Background: an optimization exercise with open tools, aiming at small area. Do not read the settings as production practice. Only the layout flow was run in this run; the RTL was not checked for function there. Power figures rest on the tool's default switching activity, not on a simulated workload.

[flow/config.mk]
export PLATFORM = sky130hd
export DESIGN_NAME = srl_var_delay
export DESIGN_NICKNAME = srl_var_delay
export VERILOG_FILES = /design/flow/design.v
export SDC_FILE = /design/flow/constraint.sdc
export NUM_CORES = 4
export LEC_CHECK = 0
export CAP_MARGIN = 20
export CORE_MARGIN = 2
export CORE_UTILIZATION = 40
export SLEW_MARGIN = 20
[flow/constraint.sdc]
create_clock -name core_clock -period 10.0 [get_ports {clk}]
set_input_delay 2.0000 -clock core_clock [delete_from_list [all_inputs] [get_ports {clk}]]
set_output_delay 2.0000 -clock core_clock [all_outputs]
set_load 0.01 [all_outputs]
[flow/design.v]
`default_nettype none
module srl_var_delay #(
   parameter int SRL_WIDTH     = 18,
   parameter int SRL_MAX_DEPTH = 32
) (
   input  wire logic                 clk,
   input  wire logic                 rst_n,
   input  wire logic                 en,
   input  wire logic                 flush,
   input  wire logic [$clog2(SRL_MAX_DEPTH+1)-1:0] delay,
   input  wire logic [SRL_WIDTH-1:0] din,
   input  wire logic                 din_valid,
   output      logic [SRL_WIDTH-1:0] dout,
   output      logic                 dout_valid,
   output      logic                 primed
);
   localparam int DW = $clog2(SRL_MAX_DEPTH + 1);
   localparam int IW = (SRL_MAX_DEPTH > 1) ? $clog2(SRL_MAX_DEPTH) : 1;
   logic [SRL_MAX_DEPTH-1:0][SRL_WIDTH-1:0] stage_q;
   logic [SRL_MAX_DEPTH-1:0][SRL_WIDTH-1:0] stage_d;
   logic [SRL_MAX_DEPTH-1:0] vld_q;
   logic [SRL_MAX_DEPTH-1:0] vld_d;
   logic [DW-1:0]            fill_cnt_q;
   logic [DW-1:0]            fill_cnt_d;
   logic [DW-1:0]            eff_delay;
   logic [IW-1:0]            tap_idx;
   logic                     shift;
   assign shift = en && !flush;
   always_comb begin
      eff_delay = delay;
      if (delay == '0) begin
         eff_delay = DW'(1);
      end else if (delay > DW'(SRL_MAX_DEPTH)) begin
         eff_delay = DW'(SRL_MAX_DEPTH);
      end
   end
   assign tap_idx = IW'(eff_delay - DW'(1));
   always_comb begin
      stage_d    = stage_q;
      vld_d      = vld_q;
      fill_cnt_d = fill_cnt_q;
      if (flush) begin
         vld_d      = '0;
         fill_cnt_d = '0;
      end else if (shift) begin
         stage_d[0] = din;
         for (int i = 1; i < SRL_MAX_DEPTH; i++) begin
            stage_d[i] = stage_q[i-1];
         end
         vld_d = {vld_q[SRL_MAX_DEPTH-2:0], din_valid};
         if (fill_cnt_q != DW'(SRL_MAX_DEPTH)) begin
            fill_cnt_d = fill_cnt_q + DW'(1);
         end
      end
   end
   always_ff @(posedge clk or negedge rst_n) begin
      if (!rst_n) begin
         stage_q    <= '0;
         vld_q      <= '0;
         fill_cnt_q <= '0;
      end else begin
         stage_q    <= stage_d;
         vld_q      <= vld_d;
         fill_cnt_q <= fill_cnt_d;
      end
   end
   assign dout       = stage_q[tap_idx];
   assign dout_valid = vld_q[tap_idx];
   assign primed     = (fill_cnt_q >= eff_delay);
endmodule
`default_nettype wire
[flow/run.sh]
#!/bin/bash
# synth_recipe.tcl (not shown) runs the flow's synth.tcl, then flattens the netlist and writes it again
# the make line also repeats each setting of config.mk as NAME=value (left out here)
make -C /OpenROAD-flow-scripts/flow DESIGN_CONFIG=/design/flow/config.mk WORK_HOME=/design/flow/orfs CLKGATE_MAP_FILE= SYNTH_SCRIPT=/design/flow/synth_recipe.tcl finish
==> run notes <==
GRT Total Usage=16.7%; WP data arrival=7.11 ns; via count=17.4k; Synth Area in Simple Gates=6.82%; largest family of logic cells by synthesized area=multiplexers; Worst-Margin Slew=1.12 ns; vias in the first global route=17.8k; type of destination of the critical path=output port; GRT Residual Overflow=0; final setup violating endpoints=0; layout cell share with drive strength beyond 1=31.3%; crit-path max FO=86; Layout Cells excl Fill=3244; cts repair resizes=0; post-synthesis cell type count=34; Setup WS post-layout=0.890 ns; Leak=0.0148 µW; RSZ-0062 raised after global routing=false; Initial DRT Pass Iterations=5; global-route wire length before repair=96300 µm; CP Class=in2out; Max Clk Rate=110 MHz; Core Footprint=69700 µm²; Placer Congestion=0.771; P per Cell Area=224 nW/µm²; Post-Synth XOR/XNOR Area=0.156%; mux cell area share after synthesis=29.8%; Die Span X=269 µm; Seq pwr share=47.9%; Pint=5180 µW; io pins=49; critical path launch point type=input pin; Clk pin slew, worst setup/hold paths=0.06 ns; cts bufs inserted=68; Die H=269 µm; compound-gate portion of the synthesized area=5.35%; Area Growth Syn to Fin=12.8%; final wirelength=59500 µm; sequential-to-total area share from yosys stat=54.9%; Yosys reg bits=614; peak supply drop=0.000144 V; Initial Utilization=40.2%; initial DRC count=1159; I/O Buffers=48; Post-CTS Setup Bufs=0; Most Frequent Cell on Critical Path=clkdlybuf4s50_1; CTS tree=yes; post-synthesis net count=2304; critical path cell sequence=clkdlybuf4s50_1 > nor4_1 > o21a_4 > clkinv_8 > ha_1 > xor2_1 > or2_4 > buf_4 > o22ai_1 > or4_1 > o41ai_1 > nor3_1 > clkdlybuf4s50_1; row count=97; Clock H-tree levels=3; Synth Instances=2266; Nets=2293; Final Hold Fails=0; Required @ worst endpoint=8.00 ns; Final min period=9.11 ns; Worst Skew=0.0245 ns; P_sw=1900 µW; die area=72100 µm²; Setup Slack @ Placement=0.881 ns; detail-routed via count per cell=5.37; Comb power frac=16.8%; crit path max-delay cell type=or2_4; largest net degree at the start of global routing=191; max-slew violations=0; YS warnings=1; syn_area_per_cell=12.4 µm²; Clock power frac=35.4%; n_diodes=0; Avg WL per Cell=18.4 µm; Slew Limit Headroom=25.6%; Final ANT Viol Nets=0; adder-cell share of the synthesized area=0.402%; DP HPWL=33400 µm; initial antenna violation count=3; clock sinks=614; Sw Ratio=26.9%; Clock Tree Root=clkbuf_16; cts hold-fix bufs=0; Worst path max stage delay=0.90 ns; outcome=finished clean; hold crit path type=reg2reg; post-route setup TNS=0 ns; synthesized area=28000 µm²; clk latency of the worst-skew pair=0.59 ns; MaxCap Viol Count=0; final clock period utilization by the worst path=91.1%; Inst Count DP=3124; drt drc=0; Max Buffers Root-to-Sink=3
## sequential cells by signal (all words and copies together) (netlist names)
register and count:
fill_cnt_q 6, stage_q 576, vld_q 32
## worst max-delay path, delay by kind of cell
kind | cells | cell delay [ns]
XOR/XNOR | 1 | 0.50
AO/OA/AOI/OAI | 3 | 0.48
adder cells (fa/ha/maj) | 1 | 0.42
AND/OR/NAND/NOR | 4 | 1.94
buffers and inverters | 4 | 1.73
## area by class of cell
| cell class | instances | area [µm²] |
|---|---|---|
| clock buffer | 103 | 2060 |
| clock inverter | 16 | 186 |
| fill | 6327 | 38100 |
| inverter | 5 | 31.3 |
| multi-input combinational | 1488 | 12000 |
| sequential | 614 | 15400 |
| tap | 940 | 1180 |
| timing repair buffer | 78 | 801 |
## worst paths after layout
path / to / from / depth (start not counted) / slack (ns)
worst min-delay path: stage_q[558] / stage_q[558] / 1 / 0.50
worst max-delay path: dout[6] / delay[4] / 13 / 0.89
min in group asynchronous: vld_q[22] / rst_n / 1 / 1.46
max in group asynchronous: stage_q[30] / rst_n / 3 / 6.48
worst min register to register: stage_q[558] / stage_q[558] / 1 / 0.50
worst max register to register: fill_cnt_q[5] / fill_cnt_q[2] / 7 / 8.36
## power groups by stage
stage / combinational, µW / sequential [µW] / clock, µW
6_report: 1190 / 3390 / 2510
3_5_place_dp: 1200 / 3430 / 0
2_1_floorplan: 892 / 3310 / 0
3_3_place_gp: 1170 / 3400 / 0
4_1_cts: 1210 / 3390 / 2580
5_1_grt: 1310 / 3470 / 2680
## stage by stage
stage	total power, µW	hold slack, ns	utilization, %	cell area (µm²)
after floorplan	4200	0.479	-	28000
after global placement	4570	0.487	42.1	29300
after detailed placement	4630	0.493	42.1	29300
after CTS	7180	0.506	45.3	31500
after global routing	7460	0.518	45.3	31600
final	7090	0.504	45.3	31600
## placed cells by master (no fill, tap or decap), types with 2 or more instances in the layout
| cell type | count |
|---|---|
| mux2i_1 | 185 |
| nor2_1 | 39 |
| ha_1 | 9 |
| nand2_1 | 307 |
| a21o_1 | 2 |
| nor2b_1 | 2 |
| buf_12 | 6 |
| clkbuf_16 | 71 |
| or4_1 | 19 |
| nand2b_1 | 6 |
| nor4_1 | 39 |
| clkinv_2 | 10 |
| dfrtp_1 | 614 |
| bufinv_16 | 4 |
| nand2b_4 | 3 |
| nand3_1 | 2 |
| nor4b_1 | 2 |
| o22ai_1 | 68 |
| o31ai_1 | 10 |
| nor3_1 | 20 |
| inv_1 | 4 |
| xor2_1 | 4 |
| o21ai_0 | 22 |
| a21oi_1 | 153 |
| clkbuf_1 | 16 |
| clkbuf_8 | 16 |
| mux2_2 | 577 |
| buf_4 | 23 |
| clkdlybuf4s50_1 | 46 |
| o41ai_1 | 9 |
## kinds of logic after synthesis
logic type | after synthesis
buf+inv | 164
compound gates | 268
xor+xnor | 5
fa+ha+maj | 9
mux | 762
flops | 614
simple gates | 444
## cells in the mapped netlist (all sizes together)
library cell,instances,area [µm²]
dfrtp,614,15400
mux2,577,6500
nand2,308,1160
mux2i,185,1850
a21oi,153,766
clkbuf,94,353
o22ai,68,425
buf,65,348
nor2,40,150
nor4,39,244
o21ai,23,115
nor3,20,100
or4,19,143
o31ai,10,75.1
ha,9,113
nand2b,9,56.3
o41ai,9,78.8
inv,5,21.3
xor2,4,35.0
a21o,2,15.0
nand3,2,10.0
nor2b,2,12.5
nor4b,2,17.5
o21a,2,15.0
a211oi,1,7.51
nand3b,1,7.51
nand4,1,6.26
or2,1,6.26
xnor2,1,8.76
## routing by layer
layer  wire (µm)  up-vias  GRT usage, %  part of all wire (%)
li1            -     8076             -                     -
met1       28100     8984          23.6                    47
met2       28100      269          26.8                    47
met3        2180       80          2.50                   3.7
met4        1150        0          4.49                   1.9
met5           0        -             0                     0

## separate check: timing with driven ports
Ports are ideal in the flow. The routed layout listed here was re-timed in OpenROAD. Step 1 (the two cells are an assumption about what drives the block):
set clk [get_ports {clk}]
set_driving_cell -lib_cell sky130_fd_sc_hd__clkbuf_16 $clk
set_driving_cell -lib_cell sky130_fd_sc_hd__buf_2 [delete_from_list [all_inputs] $clk]
Step 2 times the ports against the registers' clock, not the clock port: input delays grow and output delays shrink by t, the midpoint of the rising clock arrivals with the driver on. Slacks: ideal ports / drivers / drivers and shift; pairs: ideal ports / drivers.
t, ns: 0.645
setup slack, ns: 0.890 / 0.864 / 0.864
slew at the worst register clock pin (ns): 0.06 / 0.06
worst slew at a driven data input, ns: 0.09
cell pins on the clock port's net: 1
After both steps setup and hold are still met in this run. For this run, drivers alone change the setup slack by -0.026 ns; drivers and shift together by -0.026 ns.
